Context: an optimization exercise on an open-source flow, tuned for small area, a short achievable clock period and few clock cycles per item. The choices shown serve that exercise and are no tape-out recipe. Only simulation tests tie the RTL to the original design; equivalence was not proved. No activity file was given, so power comes from the tool's default toggle rates.

### flow/config.mk
export PLATFORM = sky130hd
export DESIGN_NAME = anchored_undo_stack_top
export DESIGN_NICKNAME = anchored_undo_stack_top
export VERILOG_FILES = /design/flow/design.v
export SDC_FILE = /design/flow/constraint.sdc
export NUM_CORES = 4
export LEC_CHECK = 0
export CAP_MARGIN = 20
export CORE_MARGIN = 2
export CORE_UTILIZATION = 45
export CTS_CLUSTER_DIAMETER = 100
export CTS_CLUSTER_SIZE = 30
export SETUP_SLACK_MARGIN = 4.3
export SLEW_MARGIN = 20
export SYNTH_HIERARCHICAL = 1
### flow/constraint.sdc
create_clock -name core_clock -period 7.0 [get_ports {clk}]
set_input_delay 1.4000 -clock core_clock [delete_from_list [all_inputs] [get_ports {clk}]]
set_output_delay 1.4000 -clock core_clock [all_outputs]
set_load 0.01 [all_outputs]
### flow/design.v
package aus_pkg;
  localparam int DEPTH = 64;
  localparam int PTR_W = $clog2(DEPTH);
  localparam int CNT_W = $clog2(DEPTH + 1);
  typedef logic [PTR_W-1:0] ptr_t;
  typedef logic [CNT_W-1:0] cnt_t;
  typedef struct packed {
    logic [6:0]        col;
    logic [6:0]        row;
    logic signed [7:0] value;
    logic signed [7:0] mark;
  } entry_t;
  localparam int ENTRY_W = 7 + 7 + 8 + 8;   
  localparam logic signed [7:0] MARK_ANCHOR = 8'sd1;
  localparam logic signed [7:0] MARK_NONE   = -8'sd1;
  localparam logic signed [7:0] MARK_CLEAR  = 8'sd0;
  typedef enum logic [2:0] {
    OP_PUSH   = 3'd0,
    OP_POP    = 3'd1,
    OP_PEEK   = 3'd2,
    OP_ANCHOR = 3'd3,
    OP_APPEND = 3'd4
  } op_t;
  typedef enum logic [1:0] {
    ST_OK    = 2'd0,
    ST_EMPTY = 2'd1,
    ST_FULL  = 2'd2
  } status_t;
  typedef enum logic {
    S_IDLE,
    S_EXEC
  } fsm_t;
endpackage
module aus_ram #(
  parameter int DEPTH  = 64,
  parameter int BODY_W = 22,
  parameter int MARK_W = 8
) (
  input  logic                      clk,
  input  logic                      rst,
  input  logic [DEPTH-1:0]          we_body,
  input  logic [DEPTH-1:0]          we_mark,
  input  logic [BODY_W-1:0]         wbody_enc,
  input  logic [MARK_W-1:0]         wmark_enc,
  input  logic [DEPTH-1:0]          rsel,
  output logic [BODY_W+MARK_W-1:0]  rraw,
  output logic                      phase
);
  logic [BODY_W-1:0]         body [DEPTH];
  logic [MARK_W-1:0]         mark [DEPTH];
  always_ff @(posedge clk) begin
    if (rst) phase <= 1'b0;
    else     phase <= !phase;
  end
  for (genvar r = 0; r < DEPTH; r++) begin : g_row
    for (genvar b = 0; b < BODY_W; b++) begin : g_body
      aus_bit u_bit (
        .clk   (clk),
        .write (we_body[r]),
        .hold  (!we_body[r]),
        .wenc  (wbody_enc[b]),
        .q     (body[r][b])
      );
    end
    for (genvar b = 0; b < MARK_W; b++) begin : g_mark
      aus_bit u_bit (
        .clk   (clk),
        .write (we_mark[r]),
        .hold  (!we_mark[r]),
        .wenc  (wmark_enc[b]),
        .q     (mark[r][b])
      );
    end
  end
  always_comb begin
    rraw = '0;
    for (int r = 0; r < DEPTH; r++) begin
      rraw = rraw | ({(BODY_W + MARK_W){rsel[r]}} & {body[r], mark[r]});
    end
  end
endmodule
module aus_bit (
  input  logic clk,
  input  logic write,
  input  logic hold,
  input  logic wenc,
  output logic q
);
  always_ff @(posedge clk) begin
    q <= ~((q | write) & (wenc | hold));
  end
endmodule
module aus_ctrl (
  input  logic                      clk,
  input  logic                      rst,
  input  logic                      start,
  output logic                      busy,
  input  logic [2:0]                operation,
  input  logic [6:0]                in_col,
  input  logic [6:0]                in_row,
  input  logic signed [7:0]         in_value,
  input  logic signed [7:0]         in_mark,
  output logic [aus_pkg::DEPTH-1:0] we_body,
  output logic [aus_pkg::DEPTH-1:0] we_mark,
  output logic [21:0]               wbody_enc,
  output logic [7:0]                wmark_enc,
  output logic [aus_pkg::DEPTH-1:0] rsel,
  input  logic [29:0]               rraw,
  input  logic                      phase,
  output logic                      done,
  output logic [1:0]                status,
  output logic [6:0]                out_col,
  output logic [6:0]                out_row,
  output logic signed [7:0]         out_value,
  output logic signed [7:0]         out_mark,
  output logic                      anchor_present,
  output logic                      is_empty,
  output logic [aus_pkg::CNT_W-1:0] fill_count
);
  logic              take;
  logic              a_valid;
  logic              a_push, a_pop, a_peek, a_anchor, a_append;
  logic              a_mark_anchor;    
  logic [7:0]        wmark;
  assign busy = 1'b0;
  assign take = start && !rst;
  assign wmark = (operation == aus_pkg::OP_APPEND) ? in_mark
               : {7'd0, operation == aus_pkg::OP_ANCHOR};
  always_ff @(posedge clk) begin
    a_valid       <= take;
    a_push        <= take && operation == aus_pkg::OP_PUSH;
    a_pop         <= take && operation == aus_pkg::OP_POP;
    a_peek        <= take && operation == aus_pkg::OP_PEEK;
    a_anchor      <= take && operation == aus_pkg::OP_ANCHOR;
    a_append      <= take && operation == aus_pkg::OP_APPEND;
    a_mark_anchor <= in_mark == aus_pkg::MARK_ANCHOR;
    wbody_enc     <= {in_col, in_row, in_value} ^ {22{!phase}};
    wmark_enc     <= wmark ^ {8{!phase}};
  end
  logic [aus_pkg::DEPTH-1:0] t_oh;      
  logic [7:0]    b_hi, b_lo;            
  aus_pkg::cnt_t count;
  logic          empty;                 
  logic          full;                  
  logic do_push, do_pop, do_peek, do_anchor, do_append, do_mark;
  aus_pkg::cnt_t count_next;
  logic [aus_pkg::DEPTH-1:0] at_b;
  assign do_push   = a_push   && !full;
  assign do_append = a_append && !full;
  assign do_pop    = a_pop    && !empty;
  assign do_peek   = a_peek   && !empty;
  assign do_anchor = a_anchor && !empty;
  assign do_mark   = (a_peek || a_anchor) && !empty;
  for (genvar r = 0; r < aus_pkg::DEPTH; r++) begin : g_we
    assign at_b[r] = b_hi[r / 8] && b_lo[r % 8];
    assign we_body[r] = (do_push && t_oh[(r + aus_pkg::DEPTH - 1) % aus_pkg::DEPTH])
                     || (do_append && at_b[r]);
    assign we_mark[r] = we_body[r] || (do_mark && t_oh[r]);
  end
  assign rsel = t_oh;
  always_comb begin
    count_next = count;
    if (do_push || do_append) count_next = count + 1'b1;
    else if (do_pop)          count_next = count - 1'b1;
  end
  always_ff @(posedge clk) begin
    if (rst) begin
      t_oh    <= {1'b1, {(aus_pkg::DEPTH - 1){1'b0}}};    
      b_hi    <= 8'h80;                                   
      b_lo    <= 8'h80;
      count   <= '0;
      empty   <= 1'b1;
      full    <= 1'b0;
    end else begin
      if (do_push)     t_oh <= {t_oh[aus_pkg::DEPTH-2:0], t_oh[aus_pkg::DEPTH-1]};
      else if (do_pop) t_oh <= {t_oh[0], t_oh[aus_pkg::DEPTH-1:1]};
      if (do_append) begin
        b_lo <= {b_lo[0], b_lo[7:1]};
        if (b_lo[0]) b_hi <= {b_hi[0], b_hi[7:1]};
      end
      count   <= count_next;
      empty   <= (count_next == '0);
      full    <= (count_next == aus_pkg::CNT_W'(aus_pkg::DEPTH));
    end
  end
  logic          c_valid;
  logic          c_pop, c_peek, c_anchor, c_add_anchor;
  logic          c_empty_err, c_full_err;
  logic [29:0]   c_raw;
  aus_pkg::entry_t c_rec;
  aus_pkg::cnt_t anchors, anchors_next;
  logic          rd_anchor, inc, dec;
  always_ff @(posedge clk) begin
    c_valid      <= a_valid && !rst;
    c_pop        <= do_pop && !rst;
    c_peek       <= do_peek && !rst;
    c_anchor     <= do_anchor && !rst;
    c_add_anchor <= do_append && a_mark_anchor && !rst;
    c_empty_err  <= (a_pop || a_peek || a_anchor) && empty;
    c_full_err   <= (a_push || a_append) && full;
    c_raw        <= rraw;
  end
  assign c_rec = c_raw ^ {30{!phase}};
  assign rd_anchor = (c_rec.mark == aus_pkg::MARK_ANCHOR);
  assign inc = (c_anchor && !rd_anchor) || c_add_anchor;
  assign dec = (c_pop || c_peek) && rd_anchor;
  always_comb begin
    anchors_next = anchors;
    if (inc)      anchors_next = anchors + 1'b1;
    else if (dec) anchors_next = anchors - 1'b1;
  end
  always_ff @(posedge clk) begin
    if (rst) begin
      anchors <= '0;
      done    <= 1'b0;
    end else begin
      anchors <= anchors_next;
      done    <= c_valid;
    end
  end
  always_ff @(posedge clk) begin
    status         <= c_empty_err ? aus_pkg::ST_EMPTY
                    : c_full_err  ? aus_pkg::ST_FULL
                    : aus_pkg::ST_OK;
    out_col        <= c_pop ? c_rec.col   : '0;
    out_row        <= c_pop ? c_rec.row   : '0;
    out_value      <= c_pop ? c_rec.value : '0;
    out_mark       <= (c_pop || c_peek) ? c_rec.mark
                    : c_empty_err ? aus_pkg::MARK_NONE
                    : aus_pkg::MARK_CLEAR;
    anchor_present <= inc || (dec ? (anchors != aus_pkg::CNT_W'(1)) : (anchors != '0));
    is_empty       <= empty;
    fill_count     <= count;
  end
endmodule
module anchored_undo_stack_top (
  input  logic                      clk,
  input  logic                      rst,
  input  logic                      start,
  output logic                      busy,
  input  logic [2:0]                operation,
  input  logic [6:0]                in_col,
  input  logic [6:0]                in_row,
  input  logic signed [7:0]         in_value,
  input  logic signed [7:0]         in_mark,
  output logic                      done,
  output logic [1:0]                status,
  output logic [6:0]                out_col,
  output logic [6:0]                out_row,
  output logic signed [7:0]         out_value,
  output logic signed [7:0]         out_mark,
  output logic                      anchor_present,
  output logic                      is_empty,
  output logic [aus_pkg::CNT_W-1:0] fill_count
);
  logic [aus_pkg::DEPTH-1:0] we_body;
  logic [aus_pkg::DEPTH-1:0] we_mark;
  logic [21:0]               wbody_enc;
  logic [7:0]                wmark_enc;
  logic [aus_pkg::DEPTH-1:0] rsel;
  logic [29:0]               rraw;
  logic                      phase;
  aus_ram #(
    .DEPTH  (aus_pkg::DEPTH),
    .BODY_W (22),
    .MARK_W (8)
  ) u_ram (
    .clk     (clk),
    .rst     (rst),
    .we_body (we_body),
    .we_mark (we_mark),
    .wbody_enc (wbody_enc),
    .wmark_enc (wmark_enc),
    .rsel    (rsel),
    .rraw    (rraw),
    .phase   (phase)
  );
  aus_ctrl u_ctrl (
    .clk            (clk),
    .rst            (rst),
    .start          (start),
    .busy           (busy),
    .operation      (operation),
    .in_col         (in_col),
    .in_row         (in_row),
    .in_value       (in_value),
    .in_mark        (in_mark),
    .we_body        (we_body),
    .we_mark        (we_mark),
    .wbody_enc      (wbody_enc),
    .wmark_enc      (wmark_enc),
    .rsel           (rsel),
    .rraw           (rraw),
    .phase          (phase),
    .done           (done),
    .status         (status),
    .out_col        (out_col),
    .out_row        (out_row),
    .out_value      (out_value),
    .out_mark       (out_mark),
    .anchor_present (anchor_present),
    .is_empty       (is_empty),
    .fill_count     (fill_count)
  );
endmodule
### flow/run.sh
#!/bin/bash
# synth_recipe.tcl (not shown) runs the flow's synth.tcl, then flattens the netlist and writes it again
# the make line also repeats each setting of config.mk as NAME=value (left out here)
make -C /OpenROAD-flow-scripts/flow DESIGN_CONFIG=/design/flow/config.mk WORK_HOME=/design/flow/orfs CLKGATE_MAP_FILE= SYNTH_SCRIPT=/design/flow/synth_recipe.tcl finish
==> run_results.csv, run 1 <==
group,metric,value,unit
yosys,syn_avg_cell_area,11.14,um2
drt,firstDrtPassIters,6,
yosys,synthCells,6309,
drt,routed_via_density,7.061,
floorplanning,start_util,45.15,%
critical_path,path_cells,"buf_4 -> a22o_1 -> a221oi_1 -> nand4_1 -> or4_1",
power_and_ir_drop,leakage,0.02860,uW
clock_network,cts_tree,"done",
critical_path,critPathSlowestCell,"or4_1",
critical_path,r2r_setup_slack,4.18,ns
layout,drive_gt1_share,7.444,%
global_routing,gr-max-usage-layer,"met2",
critical_path,cp-start-kind,"flop",
critical_path,crit_fanout,23,
clock_network,root_buffer,"clkbuf_16",
yosys,synth_cell_types,59,
yosys,yosysTopAreaCell,"dfxtp_1",
layout,synthToLayoutAreaGrowth,8.471,%
drt,drc,0,
yosys,synth-warning-count,11,
critical_path,timing.critical_path.from,"u_ctrl.t_oh[37]",
yosys,synth_edf_count,0,
yosys,synth_top_area_share,60.76,%
timing,finalSetupTns,0,ns
power_and_ir_drop,netSwitchingFraction,26.94,%
critical_path,timing.rr.start,"u_ctrl.t_oh[37]",
drt,first_iter_violations,7021,
global_routing,grt_util_met3,6.296,%
drt,routed-via-count,59410,
clock_network,cts_inserted_buffers,82,
clock_network,htreeDepth,3,
placement,place.gp.congestion,0.8954,
critical_path,r2r_end,"u_ctrl.c_raw[14]",
run_status,outcome,"timing/DRC/antenna clean",
critical_path,crit_type,"reg -> reg",
placement,portBuffers,77,
hold_path,hp-start,"u_ctrl.count[6]",
yosys,synthesis.area,70280,um2
global_routing,grt_max_degree,87,
power_and_ir_drop,seqPwrFrac,63.3,%
global_routing,grt_pass1_wl,378100,um
layout,fill_cells,14240,
critical_path,end_kind,"flop",
clock_network,clockBufferDepth,3,
power_and_ir_drop,p_sw,6013,uW
power_and_ir_drop,fin_total_pwr,22320,uW
hold_path,hold-path-endpoint,"u_ctrl.fill_count[6]",
floorplanning,coreArea,155700,um2
yosys,ys_ff_latch,2133,
critical_path,critPathArrivalTime,3.44,ns
placement,dp_hpwl,160300,um
clock_network,clkTransAtPathRegs,0.11,ns
layout,stdcell_count,8413,
hold_path,hp-class,"reg -> reg",
power_and_ir_drop,p_comb_share,9.6,%
drt,routedWlPerCell,31.02,um
yosys,ys.flop_type,"dfxtp_1",
floorplanning,io-pin-count,79,
timing,final-max-slew-violation-count,0,
clock_network,cts.sinks,2133,
layout,mostFrequentLayoutCell,"dfxtp_1",
timing,fmax,0.3552,GHz
global_routing,gr-total-overflow,0,
job,cap_viol_max_count,0,
power_and_ir_drop,p_int,16310,uW
timing,hold_viol_final,0,
clock_network,insertion_delay,0.78,ns
layout,multiInputGateArea,26090,um2
layout,fin_nets,6382,
layout,register_area,42850,um2
global_routing,grt_pass1_vias,55090,
global_routing,met1_usage,42.62,%
power_and_ir_drop,clkPwrFrac,27.1,%
timing,rsz0062_at_grt,"yes",
yosys,synthArstFlopShare,0,%
drt,wl,261000,um
drt,ant_nets,0,
yosys,ys_top_cells_by_area,"dfxtp_1 (61%), o22ai_1 (17%), a22o_1 (6.7%)",
critical_path,r2r_cells,5,
floorplanning,die_area,159300,um2
floorplanning,die_x,399.2,um
power_and_ir_drop,p_per_area,292.8,nW/um2
timing,tightest_slew,1.216,ns
timing,post-route-min-period,2.815,ns
timing,slew_headroom,18.94,%
hold_path,worstHoldPathCells,0,
timing,setup_viol,0,
critical_path,critPathRequiredTime,7.62,ns
floorplanning,std_cell_rows,145,
global_routing,use_met2,48.75,%
timing,final.setup_skew,0.05340,ns
critical_path,max_stage_delay,0.73,ns
timing,finalCritPeriodShare,40.22,%
yosys,synth_seq_area_share,60.76,%
placement,placed_cells,8305,
layout,final_cell_mix,"dfxtp_1 (2070), o22ai_1 (1920), a22o_1 (526)",
power_and_ir_drop,ir_worst_vdd,0.2253,mV
floorplanning,dieHeight,399.2,um
global_routing,antenna_found_initial,15,
global_routing,grtUsageTotal,31.35,%
-- area by class of cell --
type | instances | share of cell area, %
well taps | 2058 | 3.378
clock inverters | 6 | 0.1083
repair inverters | 5 | 0.04924
inverters | 194 | 0.9799
flip-flops and latches | 2133 | 56.21
repair buffers | 218 | 2.224
clock buffers | 92 | 2.825
multi-input cells | 3706 | 34.22
diodes | 1 | 0.003283
-- stage by stage --
stage          worst slack (ns)  hold slack [ns]  cell area, um2  utilization [%]
2_1_floorplan             4.472           0.3489           70280                -
3_3_place_gp              3.386           0.3753           73420            47.17
3_5_place_dp              3.422           0.3731           73420            47.17
4_1_cts                   4.215           0.3917           75860            48.74
5_1_grt                   4.236           0.4029           76230            48.97
6_report                  4.185           0.3866           76230            48.97
-- modules after synthesis, one instance, submodules excluded, excerpt --
module | copies in the design | cell area [um2] | flip-flops and latches
aus_bit | 1920 | 26.28 | 1
aus_ctrl | 1 | 8847 | 212
-- Yosys cell counts, drive strengths merged, types with 4 or more instances --
master,number
xnor2,49
and2,31
nor2,94
o22ai,1920
nand4,127
nand3,6
dfxtp,2133
a311oi,63
or4,31
a221oi,480
clkbuf,190
nand2b,4
nor2b,7
buf,86
ha,6
inv,194
a22o,536
o21ai,14
nor3,8
a21oi,79
mux2i,5
nand2,178
a21o,9
xor2,17
nor3b,6
-- worst max-delay path by stage --
stage / to / slack [ns] / cells after the start
2_1_floorplan: u_ram.g_row[0].g_body[0].u_bit.q / 4.47 / 8
3_3_place_gp: u_ram.g_row[63].g_body[13].u_bit.q / 3.39 / 5
3_5_place_dp: u_ram.g_row[46].g_body[17].u_bit.q / 3.42 / 5
4_1_cts: u_ctrl.c_raw[15] / 4.22 / 4
5_1_grt: u_ram.g_row[59].g_body[17].u_bit.q / 4.24 / 6
6_report: u_ctrl.c_raw[14] / 4.18 / 5
-- what timing repair did --
action / in CTS / in global routing
hold buffers: 0 / 0
setup buffers: 2 / 1
pin swaps: 16 / 19
setup endpoints to repair: 1943 / 1186
gates resized for setup: 259 / 80
cloned: 2 / 4
-- power groups by stage --
stage | combinational (uW) | clock, uW | sequential (uW)
2_1_floorplan | 1200 | 0 | 14100
4_1_cts | 2070 | 6090 | 14100
5_1_grt | 2240 | 6480 | 14200
6_report | 2150 | 6040 | 14100
3_5_place_dp | 2060 | 0 | 14400
3_3_place_gp | 2020 | 0 | 14300
-- registers in the layout (all words and copies together) (netlist names), 2 cells and up --
name and cells:
u_ctrl.out_mark 8, u_ctrl.wmark_enc 8, u_ctrl.out_col 7, u_ctrl.b_lo 8, u_ctrl.status 2, u_ctrl.out_row 7, u_ram.g_row.g_body.u_bit.q 1408, u_ctrl.wbody_enc 22
u_ctrl.out_value 8, u_ctrl.fill_count 7, u_ctrl.b_hi 8, u_ctrl.anchors 7, u_ctrl.count 7, u_ram.g_row.g_mark.u_bit.q 512, u_ctrl.c_raw 30, u_ctrl.t_oh 64
-- cell families (layout without fill, tap and decap cells) --
group,after synthesis,count (layout),share of synthesized area [%]
DFF,2133,2133,60.76
adders and majority gates,6,6,0.1068
muxes,7,7,0.1033
xor gates and xnor gates,66,66,0.8225
AOI/OAI and AO/OA,3117,3117,31.53
and+or+nand+nor,508,509,3.668
other,1,2,0.005336
buffers and inverters,471,515,3.000
-- routing by layer --
metal | vias up | routed length [um] | share of wire [%]
met2 | 2788 | 117800 | 45
met1 | 30210 | 108600 | 42
met4 | 12 | 11190 | 4.3
li1 | 25900 | - | -
met5 | - | 75 | 0.029
met3 | 500 | 23380 | 9.0
-- critical path, delay by kind of cell, from the launching register on --
kind	cells	cell delay (ns)
DFF	1	0.46
buffers and inverters	1	0.29
AOI/OAI and AO/OA	2	0.70
and+or+nand+nor	2	1.23
Testbench counts, summed over its fixed seeds: cycles 24,024, items 24,000.
==> run 2: changes to the inputs <==
--- a/flow/config.mk
+++ b/flow/config.mk
@@ -8,8 +8,8 @@
 export CAP_MARGIN = 20
 export CORE_MARGIN = 2
 export CORE_UTILIZATION = 45
-export CTS_CLUSTER_DIAMETER = 100
-export CTS_CLUSTER_SIZE = 30
+export CTS_CLUSTER_DIAMETER = 80
+export CTS_CLUSTER_SIZE = 20
 export SETUP_SLACK_MARGIN = 4.3
 export SLEW_MARGIN = 20
 export SYNTH_HIERARCHICAL = 1
==> run 2 against run 1 <==
Register-to-register slack got worse by 0.03 ns. Critical path depth decreased by 1. Wire length increased by 0.36%. Sequential power about the same. Combinational power about the same. Maximum frequency decreased by 1.0%. Still clean. Utilization increased by 0.57 points. Critical path type unchanged.
==> run_results.csv, run 2 <==
group,metric,value,unit
run_status,outcome,"timing/DRC/antenna clean",
critical_path,critPathArrivalTime,3.48,ns
timing,final.setup_skew,0.05067,ns
placement,pre_cts_slack,3.422,ns
timing,finalSetupTns,0,ns
yosys,ys_ff_latch,2133,
clock_network,cts_hold_buffers,0,
yosys,syn_avg_cell_area,11.14,um2
layout,top_regs,"u_ram.g_row.g_body.u_bit.q (1408), u_ram.g_row.g_mark.u_bit.q (512), u_ctrl.t_oh (64)",
clock_network,cts_tree,"done",
yosys,ys_top_cells_by_area,"dfxtp_1 (61%), o22ai_1 (17%), a22o_1 (6.7%)",
clock_network,insertion_delay,0.80,ns
clock_network,cts_inserted_buffers,119,
critical_path,crit_fanout,32,
drt,drc,0,
layout,diodes,0,
critical_path,end_kind,"flop",
floorplanning,start_util,45.15,%
global_routing,grt_max_degree,87,
layout,fill_cells,14160,
yosys,synthCells,6309,
yosys,synth_cell_types,59,
drt,firstDrtPassIters,5,
clock_network,clkTransAtPathRegs,0.08,ns
drt,wl,261900,um
timing,setup_viol,0,
yosys,yosysMostFrequentCell,"dfxtp_1",
timing,rsz0062_at_grt,"yes",
global_routing,grt_pass1_wl,380200,um
global_routing,antenna_found_initial,18,
timing,hold_viol_final,0,
yosys,synth_edf_count,0,
timing,fmax,0.3516,GHz
floorplanning,io-pin-count,79,
power_and_ir_drop,fin_total_pwr,23400,uW
power_and_ir_drop,p_per_area,303.5,nW/um2
timing,tightest_slew,1.199,ns
critical_path,cp-start-kind,"flop",
layout,final_cell_mix,"dfxtp_1 (2074), o22ai_1 (1920), a22o_1 (526)",
yosys,synthTopCellsByCount,"dfxtp_1 (2133), o22ai_1 (1920), a22o_1 (535), a221oi_1 (474), inv_1 (194)",
critical_path,r2r_cells,4,
yosys,synthesis.area,70280,um2
global_routing,grt_pass1_vias,55410,
layout,drive_gt1_share,7.754,%
floorplanning,die_area,159300,um2
clock_network,cts.sinks,2133,
floorplanning,coreArea,155700,um2
drt,routed_via_density,7.063,
power_and_ir_drop,ir_worst_vdd,0.2081,mV
yosys,synthArstFlopShare,0,%
timing,final-max-slew-violation-count,0,
hold_path,worstHoldPathCells,0,
power_and_ir_drop,leakage,0.02905,uW
yosys,yosysTopAreaCell,"dfxtp_1",
hold_path,hp-class,"reg -> reg",
layout,largest_reg_flops,1408,
timing,finalCritPeriodShare,40.63,%
critical_path,crit_type,"reg -> reg",
floorplanning,std_cell_rows,145,
yosys,ys.flop_type,"dfxtp_1",
global_routing,gr-total-overflow,0,
clock_network,root_buffer,"clkbuf_16",
drt,ant_nets,0,
critical_path,critPathRequiredTime,7.63,ns
layout,fin_nets,6420,
layout,final_util,49.54,%
global_routing,grtUsageTotal,31.52,%
job,cap_viol_max_count,0,
layout,mostFrequentLayoutCell,"dfxtp_1",
placement,place.gp.congestion,0.8954,
clock_network,clockBufferDepth,3,
clock_network,htreeDepth,3,
timing,setup_ws,4.156,ns
layout,synthToLayoutAreaGrowth,9.728,%
timing,post-route-min-period,2.844,ns
floorplanning,dieHeight,399.2,um
drt,routedWlPerCell,30.98,um
drt,first_iter_violations,6842,
yosys,synth_top_area_share,60.76,%
layout,largest_register,"u_ram.g_row.g_body.u_bit.q",
placement,portBuffers,77,
drt,routed-via-count,59710,
floorplanning,die_x,399.2,um
yosys,synth_seq_area_share,60.76,%
timing,slew_headroom,20.08,%
placement,dp_hpwl,160300,um
yosys,synth-warning-count,11,
## run 2: cell counts after synthesis
No cell type changed its count.
## run 2: cells by family (layout without fill, tap and decap cells)
logic type	after synthesis	in the layout	share of synthesized area (%)
mux	7	7	0.1033
xor+xnor	66	66	0.8225
compound gates	3117	3117	31.53
flops	2133	2133	60.76
buf+inv	471	558	3.000
other cells	1	1	0.005336
simple gates	508	509	3.668
fa+ha+maj	6	6	0.1068
## run 2: critical path, cell delays in order, from the launching register on
cell	delay (ns)
dfxtp_1	0.45
buf_4	0.38
a221oi_1	0.56
nand4_1	0.48
or4_1	0.76
## run 2: report_power, final
group | switching (uW) | total (uW) | internal, uW
Sequential | 981 | 14100 | 13100
Clock | 4000 | 7140 | 3130
Combinational | 1230 | 2140 | 915
## run 2: stage by stage
step / cell area [um2] / hold slack (ns) / cells
2_1_floorplan: 70280 / 0.3489 / 6309
3_5_place_dp: 73420 / 0.3731 / 8305
4_1_cts: 76820 / 0.3875 / 8451
3_3_place_gp: 73420 / 0.3753 / 8305
6_report: 77110 / 0.3829 / 8455
5_1_grt: 77110 / 0.4008 / 8455
## run 2: repair_timing
item / in CTS / in global routing
resized for setup: 255 / 63
cloned: 3 / 3
setup buffers: 3 / 1
pin swaps: 14 / 17
setup endpoints to repair: 1942 / 991
## run 2: final cells by class
| cell class | count | area [um2] | share of cell area, % |
|---|---|---|---|
| Clock buffer | 130 | 3093 | 4.011 |
| Inverter | 194 | 747.0 | 0.9687 |
| Tap cell | 2058 | 2575 | 3.339 |
| Timing Repair Buffer | 219 | 1705 | 2.212 |
| Multi-Input combinational cell | 3706 | 26000 | 33.72 |
| Timing Repair inverter | 5 | 35.03 | 0.04543 |
| Clock inverter | 10 | 108.9 | 0.1412 |
| Sequential cell | 2133 | 42850 | 55.57 |
## run 2: per-module statistics from Yosys (local to each module, per instance), a selection
module | copies in the design | area [um2]
aus_bit | 1920 | 26.28
aus_ctrl | 1 | 8847
## run 2: per-layer routing
layer / up-vias / track usage, % / routed length (um)
li1: 25980 / - / -
met1: 30310 / 42.95 / 108000
met2: 2875 / 48.91 / 117900
met3: 541 / 6.170 / 23740
met4: 12 / 12.96 / 12220
met5: - / 0 / 72
## run 2: path summary, 6_finish.rpt
| check | startpoint | end | slack, ns |
|---|---|---|---|
| worst min register to register | u_ctrl.count[6] | u_ctrl.fill_count[6] | 0.38 |
| worst min-delay path | u_ctrl.count[6] | u_ctrl.fill_count[6] | 0.38 |
| worst max register to register | u_ctrl.t_oh[51] | u_ctrl.c_raw[16] | 4.16 |
| worst max-delay path | u_ctrl.t_oh[51] | u_ctrl.c_raw[16] | 4.16 |
==> run 3: changes to the inputs <==
--- a/flow/design.v
+++ b/flow/design.v
@@ -72,11 +72,25 @@
       );
     end
   end
-  always_comb begin
-    rraw = '0;
-    for (int r = 0; r < DEPTH; r++) begin
-      rraw = rraw | ({(BODY_W + MARK_W){rsel[r]}} & {body[r], mark[r]});
+  localparam int NGRP = (DEPTH + 2) / 3;
+  logic [DEPTH-1:0]         col_q [BODY_W+MARK_W];
+  logic [3*NGRP-1:0]        rsel_pad;
+  logic [NGRP-1:0]          grp_n [BODY_W+MARK_W];
+  assign rsel_pad = {{(3 * NGRP - DEPTH){1'b0}}, rsel};
+  for (genvar b = 0; b < BODY_W + MARK_W; b++) begin : g_col
+    logic [3*NGRP-1:0] q_pad;
+    for (genvar r = 0; r < DEPTH; r++) begin : g_r
+      assign col_q[b][r] = (b < MARK_W) ? mark[r][b] : body[r][b - MARK_W];
     end
+    assign q_pad = {{(3 * NGRP - DEPTH){1'b0}}, col_q[b]};
+    for (genvar g = 0; g < NGRP; g++) begin : g_grp
+      aus_rd3 u_rd (
+        .sel (rsel_pad[3*g +: 3]),
+        .q   (q_pad[3*g +: 3]),
+        .y_n (grp_n[b][g])
+      );
+    end
+    assign rraw[b] = !(&grp_n[b]);
   end
 endmodule
 module aus_bit (
@@ -90,6 +104,13 @@
     q <= ~((q | write) & (wenc | hold));
   end
 endmodule
+module aus_rd3 (
+  input  logic [2:0] sel,
+  input  logic [2:0] q,
+  output logic       y_n
+);
+  assign y_n = !((sel[0] && q[0]) || (sel[1] && q[1]) || (sel[2] && q[2]));
+endmodule
 module aus_ctrl (
   input  logic                      clk,
   input  logic                      rst,
==> run 3 against run 2 <==
Hold slack got worse by 0.0086 ns. Still clean on timing, DRC and antenna. Non-clock buffer count increased by 42. Synthesized area decreased by 3.5%. Clock skew decreased by 0.0010 ns. Combinational power increased by 4%. Global-route usage increased by 1.4 points. First-iteration DRC count increased by 49%. Critical endpoint is now u_ctrl.c_raw[23]. Sequential power about the same. Utilization increased by 1.6 points. Total power about the same. Count of clock-buffer cells in the layout increased by 5.
==> run_results.csv, run 3 <==
group,metric,value,unit
power_and_ir_drop,ir_worst_vdd,0.2222,mV
timing,tightest_slew,1.193,ns
global_routing,gr-total-overflow,0,
critical_path,crit_type,"reg -> reg",
yosys,yosysMostFrequentCell,"dfxtp_1",
clock_network,clockBufferDepth,3,
yosys,synth_top_area_share,62.97,%
critical_path,cp-start-kind,"flop",
timing,rsz0062_at_grt,"yes",
drt,routed-via-count,60160,
yosys,synth_edf_count,0,
timing,slew_headroom,20.45,%
yosys,yosys.area_share.xor_xnor,0.8525,%
placement,pre_cts_slack,2.976,ns
hold_path,hold-path-endpoint,"u_ctrl.fill_count[6]",
drt,first_iter_violations,10230,
power_and_ir_drop,p_per_area,305.6,nW/um2
hold_path,worstHoldPathCells,0,
layout,largest_reg_flops,1408,
layout,final_util,51.10,%
layout,synthToLayoutAreaGrowth,12.87,%
layout,fin_area,76530,um2
timing,fmax,0.3533,GHz
timing,finalSetupTns,0,ns
layout,top_regs,"u_ram.g_row.g_body.u_bit.q (1408), u_ram.g_row.g_mark.u_bit.q (512), u_ctrl.t_oh (64)",
layout,fin_nets,6347,
critical_path,crit_fanout,5,
yosys,synth_compound_area_share,29.97,%
clock_network,cts.sinks,2133,
yosys,syn_avg_cell_area,11.54,um2
yosys,synthArstFlopShare,0,%
critical_path,critPathSlowestCell,"a222oi_1",
floorplanning,coreArea,149800,um2
floorplanning,io-pin-count,79,
floorplanning,die_x,392.2,um
drt,routedWlPerCell,31.53,um
placement,place.gp.congestion,0.9078,
yosys,synthCells,5878,
timing,post-route-min-period,2.830,ns
hold_path,hp-start,"u_ctrl.count[6]",
global_routing,grtUsageTotal,32.91,%
critical_path,crit_top_cell,"nand4_1",
yosys,ys_ff_latch,2133,
floorplanning,die_area,153800,um2
floorplanning,start_util,45.27,%
layout,drive_gt1_share,7.930,%
yosys,muxShareOfSynthArea,0.1070,%
drt,drc,0,
layout,largest_register,"u_ram.g_row.g_body.u_bit.q",
global_routing,grt_pass1_vias,55370,
clock_network,cts_inserted_buffers,120,
placement,dp_hpwl,162600,um
critical_path,critPathRequiredTime,7.63,ns
drt,routed_via_density,7.205,
yosys,synth_seq_area_share,62.97,%
drt,ant_nets,0,
clock_network,cts_tree,"done",
yosys,synthTopCellsByCount,"dfxtp_1 (2133), o22ai_1 (1920), a222oi_1 (660), inv_1 (192), nand2_1 (174)",
floorplanning,std_cell_rows,142,
power_and_ir_drop,leakage,0.02874,uW
yosys,synthesis.area,67810,um2
timing,finalCritPeriodShare,40.43,%
clock_network,insertion_delay,0.81,ns
critical_path,end_kind,"flop",
drt,wl,263300,um
global_routing,grt_max_degree,65,
clock_network,cts_hold_buffers,0,
run_status,outcome,"timing/DRC/antenna clean",
yosys,yosysTopAreaCell,"dfxtp_1",
clock_network,clkTransAtPathRegs,0.08,ns
yosys,synthAdderAreaFrac,0.1107,%
yosys,ys_top_cells_by_area,"dfxtp_1 (63%), o22ai_1 (18%), a222oi_1 (9.7%)",
layout,mostFrequentLayoutCell,"dfxtp_1",
critical_path,path_cells,"buf_12 -> a222oi_1 -> nand4_1 -> nor4_2 -> buf_4 -> nand4_1",
timing,hold_ws,0.3743,ns
critical_path,max_stage_delay,0.78,ns
critical_path,r2r_end,"u_ctrl.c_raw[23]",
yosys,synth_top_family_by_area,"compound AO/OA/AOI/OAI gates",
critical_path,critPathArrivalTime,3.46,ns
timing,final-max-slew-violation-count,0,
timing,setup_ws,4.170,ns
layout,final_cell_mix,"dfxtp_1 (2085), o22ai_1 (1920), a222oi_1 (660)",
timing,setup_viol,0,
critical_path,r2r_cells,6,
timing,final.setup_skew,0.04964,ns
yosys,synth-simple-area-share,4.438,%
floorplanning,dieHeight,392.2,um
drt,firstDrtPassIters,10,
placement,dpl_cell_area,72570,um2
yosys,synth_cell_types,54,
critical_path,timing.rr.start,"u_ctrl.t_oh[45]",
critical_path,r2r_setup_slack,4.17,ns
timing,hold_viol_final,0,
hold_path,hp-class,"reg -> reg",
yosys,ys.flop_type,"dfxtp_1",
global_routing,grt_pass1_wl,381800,um
clock_network,htreeDepth,3,
clock_network,root_buffer,"clkbuf_16",
job,cap_viol_max_count,0,
global_routing,antenna_found_initial,10,
placement,portBuffers,77,
yosys,synth-warning-count,14,
==> run 3: cell types whose count changed after synthesis, moves of 4 or more <==
cell	delta
a222oi_1	+660
buf_6	-34
nand2_1	-4
nand4_1	+27
clkbuf_1	-120
and4_1	+32
a22o_1	-479
a221oi_2	-6
buf_2	-34
nor4_1	+32
or4_1	-30
a221oi_1	-474
==> run 3: worst max-delay path: cells and delay by family (launching register included) <==
family	cells	cell delay (ns)
buffers and inverters	2	0.37
and+or+nand+nor	3	1.12
DFF	1	0.37
AOI/OAI and AO/OA	1	0.78
==> run 3: kinds of logic (layout without fill, tap and decap cells) <==
group           Yosys count  after routing
other cells               2            125
compound gates         2817           2817
fa+ha+maj                 6              6
xor+xnor                 66             66
simple gates            570            572
buf+inv                 277            608
mux                       7              7
flops                  2133           2133
==> run 3: per-module statistics from Yosys (local to each module, per instance), a selection <==
module,cells inside,times used
aus_ctrl,1037,1
aus_bit,2,1920
aus_rd3,1,660
==> run 3: where the power goes <==
group	switching [uW]	internal, uW
Clock	4030	3190
Sequential	873	13100
Combinational	1350	863
==> run 3: how the worst max path moves through the flow <==
stage                         start                               end  slack (ns)
global route        u_ctrl.t_oh[47]                  u_ctrl.c_raw[23]        4.22
detailed placement      u_ram.phase                 u_ctrl.anchors[6]        2.98
global placement        u_ram.phase                 u_ctrl.anchors[6]        3.04
floorplan           u_ctrl.t_oh[63]  u_ram.g_row[0].g_body[0].u_bit.q        4.41
CTS                 u_ctrl.t_oh[45]                  u_ctrl.c_raw[23]        4.22
finish              u_ctrl.t_oh[45]                  u_ctrl.c_raw[23]        4.17
==> run 3: per-stage QoR <==
| stage | std cells | power [uW] |
|---|---|---|
| global route | 8347 | 24030 |
| CTS | 8337 | 23320 |
| detailed placement | 8166 | 16270 |
| floorplan | 5997 | 15030 |
| global placement | 8166 | 16190 |
| finish | 8350 | 23390 |
==> run 3: area by class of cell <==
type	count	area, um2
Inverter	192	750.7
Multi-Input combinational cell	3589	24950
Tap cell	2016	2522
Fill cell	13370	73240
Antenna cell	4	10.01
Clock inverter	12	161.4
Timing Repair inverter	8	55.05
Clock buffer	135	3110
Timing Repair Buffer	261	2142
Sequential cell	2133	42830
==> run 3: what timing repair did <==
item                        CTS  global route
gates resized for setup     278            47
setup buffers                14             7
setup endpoints to repair  1882           424
cloned                       10             2
pin swaps                    32            28
==> run 3: routing by layer <==
| layer | part of all wire (%) | vias up | global-route usage, % |
|---|---|---|---|
| li1 | - | 25870 | - |
| met1 | 41 | 30210 | 46.14 |
| met2 | 42 | 3534 | 47.42 |
| met5 | 0.019 | - | 0 |
| met3 | 11 | 540 | 7.704 |
| met4 | 5.3 | 8 | 16.10 |
Testbench counts of run 3, summed over its fixed seeds: cycles 24,024, items 24,000.
==> run 4: changes to the inputs <==
--- a/flow/config.mk
+++ b/flow/config.mk
@@ -8,8 +8,8 @@
 export CAP_MARGIN = 20
 export CORE_MARGIN = 2
 export CORE_UTILIZATION = 45
-export CTS_CLUSTER_DIAMETER = 80
-export CTS_CLUSTER_SIZE = 20
+export CTS_CLUSTER_DIAMETER = 90
+export CTS_CLUSTER_SIZE = 25
 export SETUP_SLACK_MARGIN = 4.3
 export SLEW_MARGIN = 20
 export SYNTH_HIERARCHICAL = 1
==> run 4 against run 3 <==
Still clean on timing, DRC and antenna. Hold slack better by 0.0050 ns. Via count decreased by 0.15%. Clock power down about 10%. Critical path depth unchanged. Critical path type unchanged. Count of clock-buffer cells in the layout decreased by 29. Clock skew rose by 0.0077 ns. Cell count shrank 0.41%.
==> run_results.csv, run 4 <==
group,metric,value,unit
yosys,synthArstFlopShare,0,%
timing,finalSetupTns,0,ns
layout,fin_nets,6324,
clock_network,insertion_delay,0.79,ns
yosys,synth_top_area_share,62.97,%
yosys,synth-warning-count,14,
drt,first_iter_violations,10320,
timing,final.setup_skew,0.05734,ns
yosys,ys_top_cells_by_area,"dfxtp_1 (63%), o22ai_1 (18%), a222oi_1 (9.7%)",
critical_path,cp_top_family,"simple AND/OR/NAND/NOR gates",
hold_path,hold-path-endpoint,"u_ctrl.fill_count[6]",
job,cap_viol_max_count,0,
floorplanning,die_x,392.2,um
floorplanning,io-pin-count,79,
global_routing,grt_pass1_vias,54960,
hold_path,hp-start,"u_ctrl.count[6]",
critical_path,crit_type,"reg -> reg",
critical_path,critPathRequiredTime,7.61,ns
critical_path,end_kind,"flop",
clock_network,clockBufferDepth,3,
drt,firstDrtPassIters,8,
critical_path,path_cells,"buf_12 -> a222oi_1 -> nand4_1 -> nor4_2 -> buf_4 -> nand4_1",
yosys,synthTopCellsByCount,"dfxtp_1 (2133), o22ai_1 (1920), a222oi_1 (660), inv_1 (192), nand2_1 (174)",
global_routing,antenna_found_initial,8,
timing,slew_headroom,21.74,%
critical_path,r2r_cells,6,
critical_path,timing.rr.start,"u_ctrl.t_oh[47]",
global_routing,grtUsageTotal,32.72,%
drt,routedWlPerCell,31.58,um
placement,portBuffers,77,
critical_path,cp-start-kind,"flop",
floorplanning,coreArea,149800,um2
yosys,synth_edf_count,0,
critical_path,critPathArrivalTime,3.50,ns
floorplanning,start_util,45.27,%
placement,place.gp.congestion,0.9078,
floorplanning,dieHeight,392.2,um
layout,mostFrequentLayoutCell,"dfxtp_1",
drt,drc,0,
layout,synthToLayoutAreaGrowth,11.90,%
clock_network,root_buffer,"clkbuf_16",
drt,routed-via-count,60070,
run_status,outcome,"timing/DRC/antenna clean",
yosys,yosysMostFrequentCell,"dfxtp_1",
timing,setup_viol,0,
yosys,synthCells,5878,
drt,wl,262600,um
global_routing,gr-total-overflow,0,
timing,rsz0062_at_grt,"yes",
yosys,synthesis.area,67810,um2
clock_network,cts.sinks,2133,
global_routing,grt_pass1_wl,379600,um
timing,hold_viol_final,0,
yosys,synth_cell_types,54,
layout,drive_gt1_share,7.621,%
layout,largest_reg_flops,1408,
critical_path,crit_top_cell,"nand4_1",
hold_path,hp-class,"reg -> reg",
drt,ant_nets,0,
critical_path,max_stage_delay,0.78,ns
power_and_ir_drop,p_per_area,298.5,nW/um2
clock_network,cts_inserted_buffers,97,
critical_path,r2r_setup_slack,4.11,ns
placement,dp_hpwl,162600,um
timing,finalCritPeriodShare,41.30,%
timing,tightest_slew,1.174,ns
hold_path,worstHoldPathCells,0,
critical_path,crit_fanout,12,
critical_path,critPathSlowestCell,"a222oi_1",
clock_network,cts_tree,"done",
timing,hold_ws,0.3793,ns
floorplanning,die_area,153800,um2
clock_network,htreeDepth,3,
yosys,syn_avg_cell_area,11.54,um2
timing,post-route-min-period,2.891,ns
critical_path,r2r_end,"u_ctrl.c_raw[23]",
floorplanning,std_cell_rows,142,
power_and_ir_drop,ir_worst_vdd,0.2071,mV
power_and_ir_drop,leakage,0.02843,uW
yosys,synth_seq_area_share,62.97,%
yosys,ys.flop_type,"dfxtp_1",
yosys,ys_ff_latch,2133,
drt,routed_via_density,7.223,
clock_network,clkTransAtPathRegs,0.11,ns
timing,fmax,0.3459,GHz
global_routing,grt_max_degree,65,
clock_network,cts_hold_buffers,0,
layout,top_regs,"u_ram.g_row.g_body.u_bit.q (1408), u_ram.g_row.g_mark.u_bit.q (512), u_ctrl.t_oh (64)",
layout,final_cell_mix,"dfxtp_1 (2084), o22ai_1 (1920), a222oi_1 (660)",
critical_path,critical_path_buf_inv_count,2,
layout,largest_register,"u_ram.g_row.g_body.u_bit.q",
yosys,yosysTopAreaCell,"dfxtp_1",
timing,final-max-slew-violation-count,0,
[run 4: cell counts after synthesis]
No cell type changed its count.
[run 4: modules after synthesis, one instance, submodules excluded, a selection]
module | cells inside | times used | cell area (um2) | flops+latches
aus_rd3 | 1 | 660 | 10.01 | 0
aus_ctrl | 1037 | 1 | 8858 | 212
aus_bit | 2 | 1920 | 26.28 | 1
[run 4: power by group]
part	total, uW	internal, uW	switching (uW)
logic	2220	862	1350
clock network	6480	2590	3890
registers	14000	13100	872
total	22600	16500	6120
[run 4: worst max path at each step]
stage / start / end / slack (ns) / cells after the start
2_1_floorplan: u_ctrl.t_oh[63] / u_ram.g_row[0].g_body[0].u_bit.q / 4.41 / 4
3_3_place_gp: u_ram.phase / u_ctrl.anchors[6] / 3.04 / 8
3_5_place_dp: u_ram.phase / u_ctrl.anchors[6] / 2.98 / 8
4_1_cts: u_ctrl.t_oh[45] / u_ctrl.c_raw[23] / 4.22 / 6
5_1_grt: u_ctrl.t_oh[47] / u_ctrl.c_raw[23] / 4.25 / 6
6_report: u_ctrl.t_oh[47] / u_ctrl.c_raw[23] / 4.11 / 6
[run 4: layout make-up]
type	count	area, um2
Sequential cell	2133	42830
Inverter	192	743.2
Clock buffer	106	2514
Timing Repair Buffer	263	2152
Tap cell	2016	2522
Multi-Input combinational cell	3589	24960
Antenna cell	2	5.005
Timing Repair inverter	6	42.54
Clock inverter	9	108.9
Fill cell	13390	73900
[run 4: per-layer routing]
layer,vias up,track usage [%],share of wire (%)
met5,-,0,0.013
met4,6,17.06,5.9
met3,568,7.940,11
met2,3588,46.77,42
met1,30090,45.60,41
li1,25810,-,-
[run 4: cells by family (layout without fill, tap and decap cells)]
group	after synthesis	count (layout)	share of synthesized area (%)
AO/OA/AOI/OAI	2817	2817	29.97
flip-flops	2133	2133	62.97
AND/OR/NAND/NOR	570	572	4.438
buffers and inverters	277	576	1.543
XOR/XNOR	66	66	0.8525
multiplexers	7	7	0.1070
adder cells (fa/ha/maj)	6	6	0.1107
other	2	123	0.01108
[run 4: worst register-to-register path, cell delays in order (launching register included)]
cell and delay, ns:
dfxtp_4 0.37, buf_12 0.15, a222oi_1 0.80, nand4_1 0.63
nor4_2 0.39, buf_4 0.22, nand4_1 0.17
[run 4: repair_timing]
item / CTS / global route
hold endpoints to repair: 0 / 0
cloned: 8 / 2
setup endpoints to repair: 1884 / 507
gates resized for setup: 276 / 47
pin swaps: 31 / 25
setup buffers: 16 / 7
[run 4: through the flow]
stage,total power [uW],utilization (%),instances,cell area (um2),worst slack (ns)
2_1_floorplan,15030,-,5997,68260,4.415
3_3_place_gp,16190,48.46,8166,72570,3.036
3_5_place_dp,16270,48.46,8166,72570,2.976
4_1_cts,22570,50.50,8305,75640,4.217
5_1_grt,23270,50.66,8314,75870,4.247
6_report,22650,50.66,8316,75880,4.109
==> run 5: changes to the inputs <==
--- a/flow/design.v
+++ b/flow/design.v
@@ -43,7 +43,8 @@
   input  logic [BODY_W-1:0]         wbody_enc,
   input  logic [MARK_W-1:0]         wmark_enc,
   input  logic [DEPTH-1:0]          rsel,
-  output logic [BODY_W+MARK_W-1:0]  rraw,
+  output logic [BODY_W+MARK_W-1:0]  rraw_a,
+  output logic [BODY_W+MARK_W-1:0]  rraw_b,
   output logic                      phase
 );
   logic [BODY_W-1:0]         body [DEPTH];
@@ -90,7 +91,8 @@
         .y_n (grp_n[b][g])
       );
     end
-    assign rraw[b] = !(&grp_n[b]);
+    assign rraw_a[b] = !(&grp_n[b][NGRP/2-1:0]);
+    assign rraw_b[b] = !(&grp_n[b][NGRP-1:NGRP/2]);
   end
 endmodule
 module aus_bit (
@@ -126,7 +128,8 @@
   output logic [21:0]               wbody_enc,
   output logic [7:0]                wmark_enc,
   output logic [aus_pkg::DEPTH-1:0] rsel,
-  input  logic [29:0]               rraw,
+  input  logic [29:0]               rraw_a,
+  input  logic [29:0]               rraw_b,
   input  logic                      phase,
   output logic                      done,
   output logic [1:0]                status,
@@ -207,7 +210,7 @@
   logic          c_valid;
   logic          c_pop, c_peek, c_anchor, c_add_anchor;
   logic          c_empty_err, c_full_err;
-  logic [29:0]   c_raw;
+  logic [29:0]   c_raw_a, c_raw_b;
   aus_pkg::entry_t c_rec;
   aus_pkg::cnt_t anchors, anchors_next;
   logic          rd_anchor, inc, dec;
@@ -219,9 +222,10 @@
     c_add_anchor <= do_append && a_mark_anchor && !rst;
     c_empty_err  <= (a_pop || a_peek || a_anchor) && empty;
     c_full_err   <= (a_push || a_append) && full;
-    c_raw        <= rraw;
+    c_raw_a      <= rraw_a;
+    c_raw_b      <= rraw_b;
   end
-  assign c_rec = c_raw ^ {30{!phase}};
+  assign c_rec = (c_raw_a | c_raw_b) ^ {30{!phase}};
   assign rd_anchor = (c_rec.mark == aus_pkg::MARK_ANCHOR);
   assign inc = (c_anchor && !rd_anchor) || c_add_anchor;
   assign dec = (c_pop || c_peek) && rd_anchor;
@@ -279,7 +283,8 @@
   logic [21:0]               wbody_enc;
   logic [7:0]                wmark_enc;
   logic [aus_pkg::DEPTH-1:0] rsel;
-  logic [29:0]               rraw;
+  logic [29:0]               rraw_a;
+  logic [29:0]               rraw_b;
   logic                      phase;
   aus_ram #(
     .DEPTH  (aus_pkg::DEPTH),
@@ -293,7 +298,8 @@
     .wbody_enc (wbody_enc),
     .wmark_enc (wmark_enc),
     .rsel    (rsel),
-    .rraw    (rraw),
+    .rraw_a  (rraw_a),
+    .rraw_b  (rraw_b),
     .phase   (phase)
   );
   aus_ctrl u_ctrl (
@@ -311,7 +317,8 @@
     .wbody_enc      (wbody_enc),
     .wmark_enc      (wmark_enc),
     .rsel           (rsel),
-    .rraw           (rraw),
+    .rraw_a         (rraw_a),
+    .rraw_b         (rraw_b),
     .phase          (phase),
     .done           (done),
     .status         (status),
==> run 5 against run 4 <==
Setup slack improved by 0.13 ns. Clock skew shrank 0.025 ns. Synthesized area rose by 1.3%. Largest power group unchanged. Highest routed layer unchanged.
==> run_results.csv, run 5 <==
group,metric,value,unit
floorplanning,start_util,45.28,%
drt,firstDrtPassIters,7,
critical_path,crit_fanout,26,
yosys,ys_top_cells_by_area,"dfxtp_1 (63%), o22ai_1 (18%), a222oi_1 (9.6%)",
drt,routed_via_density,7.159,
timing,tightest_slew,1.208,ns
hold_path,worstHoldPathCells,0,
clock_network,htreeDepth,3,
layout,synthToLayoutAreaGrowth,10.62,%
timing,finalCritPeriodShare,39.42,%
yosys,ys.flop_type,"dfxtp_1",
layout,register_area,43430,um2
floorplanning,io-pin-count,79,
critical_path,crit_type,"reg -> reg",
drt,wl,252400,um
critical_path,end_kind,"flop",
yosys,synth_top_family_by_area,"compound AO/OA/AOI/OAI gates",
timing,rsz0062_at_grt,"yes",
drt,first_iter_violations,10150,
power_and_ir_drop,p_comb_share,8.5,%
timing,finalSetupTns,0,ns
timing,final-max-slew-violation-count,0,
critical_path,r2r_setup_slack,4.24,ns
yosys,synth_edf_count,0,
yosys,synth_seq_area_share,63.02,%
yosys,yosys.area_share.xor_xnor,0.5354,%
power_and_ir_drop,netSwitchingFraction,26.03,%
layout,mostFrequentLayoutCell,"dfxtp_1",
layout,drive_gt1_share,6.480,%
placement,dp_hpwl,153200,um
power_and_ir_drop,ir_worst_vdd,0.1986,mV
layout,largest_reg_flops,1408,
power_and_ir_drop,p_per_area,296.2,nW/um2
floorplanning,die_x,394.7,um
global_routing,grt_pass1_vias,54490,
critical_path,critPathRequiredTime,7.60,ns
power_and_ir_drop,leakage,0.02877,uW
drt,routedWlPerCell,30.06,um
global_routing,gr-max-usage-layer,"met1",
timing,slew_headroom,19.50,%
global_routing,grt_max_degree,72,
timing,fmax,0.3624,GHz
layout,top_regs,"u_ram.g_row.g_body.u_bit.q (1408), u_ram.g_row.g_mark.u_bit.q (512), u_ctrl.t_oh (64)",
hold_path,hp-start,"u_ctrl.count[6]",
yosys,synthTopCellsByCount,"dfxtp_1 (2163), o22ai_1 (1926), a222oi_1 (660), inv_1 (189), nand2_1 (178)",
power_and_ir_drop,seqPwrFrac,62.8,%
critical_path,timing.critical_path.from,"u_ctrl.t_oh[6]",
yosys,synthAdderAreaFrac,0.1093,%
layout,largest_register,"u_ram.g_row.g_body.u_bit.q",
floorplanning,dieHeight,394.7,um
timing,setup_viol,0,
layout,final_cell_mix,"dfxtp_1 (2108), o22ai_1 (1926), a222oi_1 (660)",
global_routing,grtUsageTotal,30.63,%
yosys,muxShareOfSynthArea,0.2003,%
hold_path,hp-class,"reg -> reg",
clock_network,clockBufferDepth,3,
layout,multiInputGateArea,25000,um2
layout,fin_nets,6386,
critical_path,critPathArrivalTime,3.36,ns
drt,routed-via-count,60130,
floorplanning,die_area,155800,um2
timing,hold_ws,0.3901,ns
yosys,synthArstFlopShare,0,%
yosys,synthCells,5989,
global_routing,use_met2,42.96,%
clock_network,cts_tree,"done",
yosys,synth_top_area_share,63.02,%
clock_network,clkTransAtPathRegs,0.10,ns
power_and_ir_drop,fin_total_pwr,22510,uW
yosys,synthesis.area,68710,um2
placement,place.gp.congestion,0.8483,
yosys,yosysTopAreaCell,"dfxtp_1",
yosys,synth_compound_area_share,30.02,%
critical_path,timing.rr.start,"u_ctrl.t_oh[6]",
yosys,synth-simple-area-share,4.560,%
yosys,synth-warning-count,14,
critical_path,r2r_cells,4,
critical_path,r2r_end,"u_ctrl.c_raw_a[20]",
floorplanning,std_cell_rows,143,
yosys,synth_cell_types,57,
global_routing,antenna_found_initial,12,
clock_network,cts_hold_buffers,0,
timing,hold_viol_final,0,
drt,drc,0,
clock_network,root_buffer,"clkbuf_16",
power_and_ir_drop,p_sw,5861,uW
placement,portBuffers,77,
floorplanning,coreArea,151700,um2
global_routing,gr-total-overflow,0,
drt,ant_nets,0,
clock_network,cts_inserted_buffers,97,
clock_network,cts.sinks,2163,
yosys,syn_avg_cell_area,11.47,um2
critical_path,cp-start-kind,"flop",
power_and_ir_drop,p_int,16650,uW
yosys,ys_ff_latch,2163,
clock_network,insertion_delay,0.75,ns
global_routing,grt_pass1_wl,368200,um
hold_path,hold-path-endpoint,"u_ctrl.fill_count[6]",
yosys,yosysMostFrequentCell,"dfxtp_1",
global_routing,met1_usage,46.33,%
power_and_ir_drop,clkPwrFrac,28.6,%
timing,post-route-min-period,2.760,ns
timing,final.setup_skew,0.03229,ns
layout,fill_cells,13890,
run_status,outcome,"timing/DRC/antenna clean",
global_routing,grt_util_met3,5.954,%
job,cap_viol_max_count,0,
[run 5: changes by cell type in the layout (fill, tap and decap cells not counted), sizes merged, moves of 9 or more]
cell / delta
buf: -45
nand3: +60
and2: -20
nand4: -26
nor2: +12
dfxtp: +30
o21ai: +13
nor4: -32
or3: +82
xnor2: -15
xor2: -9
a21boi: +22
and4: -30
[run 5: repair_timing]
action	in CTS	in global routing
gates cloned	7	2
pin swaps	1	2
endpoints found under the setup margin	1917	1049
buffers inserted	1	3
gates resized for setup	227	37
[run 5: cell type report]
| type | instances | area share [%] |
|---|---|---|
| sequential | 2163 | 57.14 |
| multi-input combinational | 3669 | 32.90 |
| tap | 2030 | 3.342 |
| clock buffer | 106 | 3.266 |
| timing repair buffer | 216 | 2.138 |
| inverter | 189 | 0.9729 |
| clock inverter | 7 | 0.1383 |
| timing repair inverter | 8 | 0.07243 |
| antenna | 10 | 0.03292 |
[run 5: how the worst max path moves through the flow]
| stage | to | cells past startpoint |
|---|---|---|
| floorplan | u_ctrl.wmark_enc[1] | 3 |
| global placement | u_ram.g_row[61].g_body[15].u_bit.q | 5 |
| detailed placement | u_ram.g_row[61].g_body[14].u_bit.q | 5 |
| CTS | u_ram.g_row[55].g_body[16].u_bit.q | 6 |
| global route | u_ram.g_row[23].g_body[17].u_bit.q | 6 |
| finish | u_ctrl.c_raw_a[20] | 4 |
[run 5: power groups by stage]
stage                     combinational (uW)  sequential, uW  clock, uW
after floorplan                         1040           14100          0
after global placement                  1840           14300          0
after detailed placement                1880           14400          0
after CTS                               1880           14100       6510
after global routing                    2020           14200       6940
final                                   1920           14100       6450
[run 5: kinds of logic (layout without fill, tap and decap cells)]
family                   after synthesis  in the layout
XOR/XNOR                              42             42
adder cells (fa/ha/maj)                6              6
buffers and inverters                277            526
AO/OA/AOI/OAI                       2862           2862
other                                  2            131
AND/OR/NAND/NOR                      624            625
multiplexers                          13             13
flip-flops                          2163           2163
[run 5: per-layer routing]
metal	wire length, um	share of wire, %	vias to the layer above
met3	28780	11	396
met1	110100	44	30080
met2	104300	41	3584
li1	-	-	26060
met4	9211	3.6	6
met5	42	0.017	-
[run 5: metrics by stage]
| step | setup slack [ns] | utilization (%) | cells | cell area [um2] |
|---|---|---|---|---|
| 2_1_floorplan | 4.635 | - | 6108 | 69150 |
| 3_3_place_gp | 3.386 | 48.28 | 8262 | 73260 |
| 3_5_place_dp | 3.241 | 48.28 | 8262 | 73260 |
| 4_1_cts | 4.280 | 50.00 | 8383 | 75860 |
| 5_1_grt | 4.230 | 50.08 | 8389 | 75980 |
| 6_report | 4.240 | 50.09 | 8398 | 76000 |
[run 5: per-module statistics from Yosys, one instance, submodules excluded, excerpt]
module	area, um2	flops+latches	copies in the design
aus_rd3	10.01	0	660
aus_bit	26.28	1	1920
aus_ctrl	9718	242	1
[run 5: critical path: stages (launching register included)]
cell and delay [ns]:
dfxtp_1 0.47, buf_4 0.32, a222oi_1 0.84, nand4_1 0.39
or3_1 0.58
Testbench counts of run 5, summed over its fixed seeds: cycles 24,024, items 24,000.
==> run 6: changes to the inputs <==
--- a/flow/config.mk
+++ b/flow/config.mk
@@ -7,7 +7,7 @@
 export LEC_CHECK = 0
 export CAP_MARGIN = 20
 export CORE_MARGIN = 2
-export CORE_UTILIZATION = 45
+export CORE_UTILIZATION = 55
 export CTS_CLUSTER_DIAMETER = 90
 export CTS_CLUSTER_SIZE = 25
 export SETUP_SLACK_MARGIN = 4.3
==> run 6 against run 5 <==
Still clean on timing, DRC and antenna. Maximum frequency increased by 0.14%. Wire length is 1.7% lower. Sequential power about the same. Sequential share of layout area increased by 0.43 points. Clock skew rose by 0.0035 ns. Via count is 0.11% higher. Non-clock buffer count decreased by 5. Synthesized area unchanged. Die area decreased by 18%. Hold slack improved by 0.016 ns. Combinational power up 2%. Design area decreased by 0.78%. Largest cell class unchanged. Largest power group unchanged. Highest routed layer unchanged.
==> run_results.csv, run 6 <==
group,metric,value,unit
run_status,outcome,"timing/DRC/antenna clean",
critical_path,r2r_setup_slack,4.24,ns
critical_path,timing.critical_path.from,"u_ctrl.t_oh[3]",
critical_path,cp-start-kind,"flop",
layout,largest_reg_flops,1408,
drt,ant_nets,0,
layout,fill_cells,10310,
global_routing,gr-total-overflow,0,
critical_path,r2r_cells,4,
floorplanning,coreArea,123800,um2
clock_network,cts_inserted_buffers,96,
timing,finalCritPeriodShare,39.37,%
layout,register_area,43420,um2
floorplanning,die_area,127800,um2
yosys,synth_seq_area_share,63.02,%
yosys,synth_edf_count,0,
hold_path,hp-start,"u_ctrl.c_empty_err",
drt,drc,0,
hold_path,hp-class,"reg -> reg",
clock_network,insertion_delay,0.76,ns
timing,fmax,0.3629,GHz
critical_path,critPathArrivalTime,3.35,ns
layout,final_cell_mix,"dfxtp_1 (2117), o22ai_1 (1926), a222oi_1 (660)",
layout,synthToLayoutAreaGrowth,9.759,%
floorplanning,std_cell_rows,129,
drt,routed_via_density,7.537,
timing,final-max-slew-violation-count,0,
timing,post-route-min-period,2.756,ns
yosys,synth-warning-count,14,
global_routing,grtUsageTotal,37.11,%
clock_network,postCtsSetupBuffers,0,
placement,place.gp.congestion,0.8822,
floorplanning,start_util,55.50,%
clock_network,root_buffer,"clkbuf_16",
drt,routed-via-count,60190,
layout,largest_register,"u_ram.g_row.g_body.u_bit.q",
drt,routedWlPerCell,31.08,um
power_and_ir_drop,leakage,0.02874,uW
drt,wl,248200,um
timing,setup_viol,0,
layout,multiInputGateArea,25040,um2
critical_path,end_kind,"flop",
layout,mostFrequentLayoutCell,"dfxtp_1",
critical_path,critPathRequiredTime,7.60,ns
yosys,yosysTopAreaCell,"dfxtp_1",
floorplanning,dieHeight,357.4,um
timing,rsz0062_at_grt,"yes",
global_routing,antenna_found_initial,12,
timing,slew_headroom,19.83,%
clock_network,htreeDepth,3,
floorplanning,io-pin-count,79,
power_and_ir_drop,p_per_area,297.7,nW/um2
critical_path,crit_fanout,27,
layout,fin_area,75410,um2
yosys,synth_cell_types,57,
yosys,synthArstFlopShare,0,%
timing,hold_viol_final,0,
placement,portBuffers,77,
clock_network,clockBufferDepth,3,
critical_path,r2r_end,"u_ctrl.c_raw_a[11]",
power_and_ir_drop,fin_total_pwr,22450,uW
timing,finalSetupTns,0,ns
placement,dpl_cell_area,72760,um2
floorplanning,die_x,357.4,um
critical_path,crit_type,"reg -> reg",
timing,final.setup_skew,0.03575,ns
layout,top_regs,"u_ram.g_row.g_body.u_bit.q (1408), u_ram.g_row.g_mark.u_bit.q (512), u_ctrl.t_oh (64)",
placement,pre_cts_slack,3.235,ns
power_and_ir_drop,ir_worst_vdd,0.3149,mV
layout,drive_gt1_share,6.288,%
placement,dp_hpwl,152500,um
timing,setup_ws,4.244,ns
clock_network,cts_tree,"done",
layout,fin_nets,6376,
timing,tightest_slew,1.203,ns
clock_network,cts.sinks,2163,
global_routing,grt_pass1_vias,53780,
yosys,yosysMostFrequentCell,"dfxtp_1",
yosys,ys.flop_type,"dfxtp_1",
yosys,ys_top_cells_by_area,"dfxtp_1 (63%), o22ai_1 (18%), a222oi_1 (9.6%)",
global_routing,grt_max_degree,101,
yosys,synthTopCellsByCount,"dfxtp_1 (2163), o22ai_1 (1926), a222oi_1 (660), inv_1 (189), nand2_1 (178)",
critical_path,endpoint,"u_ctrl.c_raw_a[11]",
drt,firstDrtPassIters,10,
clock_network,cts_hold_buffers,0,
critical_path,timing.rr.start,"u_ctrl.t_oh[3]",
yosys,synthesis.area,68710,um2
global_routing,grt_pass1_wl,360400,um
clock_network,clkTransAtPathRegs,0.10,ns
yosys,ys_ff_latch,2163,
job,cap_viol_max_count,0,
yosys,synth_top_area_share,63.02,%
yosys,synthCells,5989,
drt,first_iter_violations,10690,
yosys,syn_avg_cell_area,11.47,um2
[run 6: final cells by class]
type,instances,share of cell area [%]
clock buffers,105,3.315
multi-input cells,3668,33.20
well taps,1637,2.716
repair inverters,5,0.04646
repair buffers,211,2.117
diodes,4,0.01327
flip-flops and latches,2163,57.57
clock inverters,4,0.05641
inverters,189,0.9656
[run 6: cells by family after synthesis]
| family | count (synthesis) | share of synthesized area (%) |
|---|---|---|
| AO/OA/AOI/OAI | 2862 | 30.02 |
| flip-flops | 2163 | 63.02 |
| AND/OR/NAND/NOR | 624 | 4.560 |
| buffers and inverters | 277 | 1.537 |
| XOR/XNOR | 42 | 0.5354 |
| multiplexers | 13 | 0.2003 |
| adder cells (fa/ha/maj) | 6 | 0.1093 |
| other | 2 | 0.01093 |
[run 6: how the worst min path moves through the flow]
| stage | depth (start not counted) | slack (ns) | end |
|---|---|---|---|
| after floorplan | 0 | 0.35 | u_ctrl.status[0] |
| after global placement | 0 | 0.38 | u_ctrl.fill_count[6] |
| after detailed placement | 0 | 0.39 | u_ctrl.fill_count[6] |
| after CTS | 0 | 0.40 | u_ctrl.status[0] |
| after global routing | 0 | 0.39 | u_ctrl.status[0] |
| final | 0 | 0.41 | u_ctrl.status[0] |
[run 6: metrics by stage]
step                      cells  hold slack (ns)  util, %
after floorplan            6108           0.3517        -
after global placement     7868           0.3827    58.77
after detailed placement   7868           0.3936    58.77
after CTS                  7981           0.3963    60.86
after global routing       7982           0.3947    60.91
final                      7986           0.4058    60.92
[run 6: power breakdown]
group,internal (uW),total (uW),switching [uW]
logic,827,1960,1130
clock network,2550,6370,3820
registers,13200,14100,881
total,16600,22500,5830
[run 6: per-layer routing]
layer,track usage (%),wire length (um),part of all wire (%)
met4,13.68,10050,4.0
met3,7.816,28620,12
met2,51.48,103000,42
met1,56.31,106500,43
met5,0,44,0.018
[run 6: what timing repair did]
| item | CTS | global route |
|---|---|---|
| endpoints found under the setup margin | 1931 | 713 |
| pin swaps | 0 | 8 |
| gates resized for setup | 237 | 28 |
| cloned | 4 | 1 |
[run 6: worst max-delay path, cell delays in order, from the launching register on]
cell and delay [ns]:
dfxtp_1 0.46, buf_6 0.27, a222oi_1 0.72, nand4_1 0.53
or3_1 0.62
[run 6: per-module statistics from Yosys, one instance, submodules excluded, excerpt]
module / flip-flops and latches / area (um2) / copies in the design / cells
aus_rd3: 0 / 10.01 / 660 / 1
aus_bit: 1 / 26.28 / 1920 / 2
aus_ctrl: 242 / 9718 / 1 / 1118

## re-timing with driven ports
The results above use ideal ports. As a check the final layouts listed here were re-extracted and re-timed, cells and wires unchanged. Step 1 sets driving cells, clkbuf_16 on the clock port and buf_2 on the other inputs (assumed; they add their load-dependent delay and slew). Step 2 moves the port delays by t, midway between the first and last clock arrival at a register: inputs arrive t later, outputs are due t later. That takes back most of the time a late clock gives input paths. a / b / c = ideal ports / drivers / drivers and shift; a / b = the first two.
| run | t, ns | slack for setup (ns) | hold WS [ns] | worst setup path at the end |
|---|---|---|---|---|
| run 1 | 0.844 | 4.185 / 4.185 / 3.825 | 0.387 / 0.387 / 0.387 | input to register |
| run 2 | 0.858 | 4.156 / 4.156 / 3.839 | 0.383 / 0.383 / 0.383 | input to register |
| run 3 | 0.866 | 4.170 / 4.170 / 3.655 | 0.374 / 0.374 / 0.374 | input to register |
| run 4 | 0.841 | 4.109 / 4.109 / 3.685 | 0.379 / 0.379 / 0.379 | input to register |
| run 5 | 0.817 | 4.240 / 4.240 / 3.646 | 0.390 / 0.390 / 0.390 | input to register |
| run 6 | 0.825 | 4.244 / 4.244 / 3.588 | 0.406 / 0.406 / 0.406 | input to register |
After both steps every run listed still meets setup and hold. For run 6, which loses most, drivers alone change the setup slack by 0.000 ns; drivers and shift together by -0.656 ns.
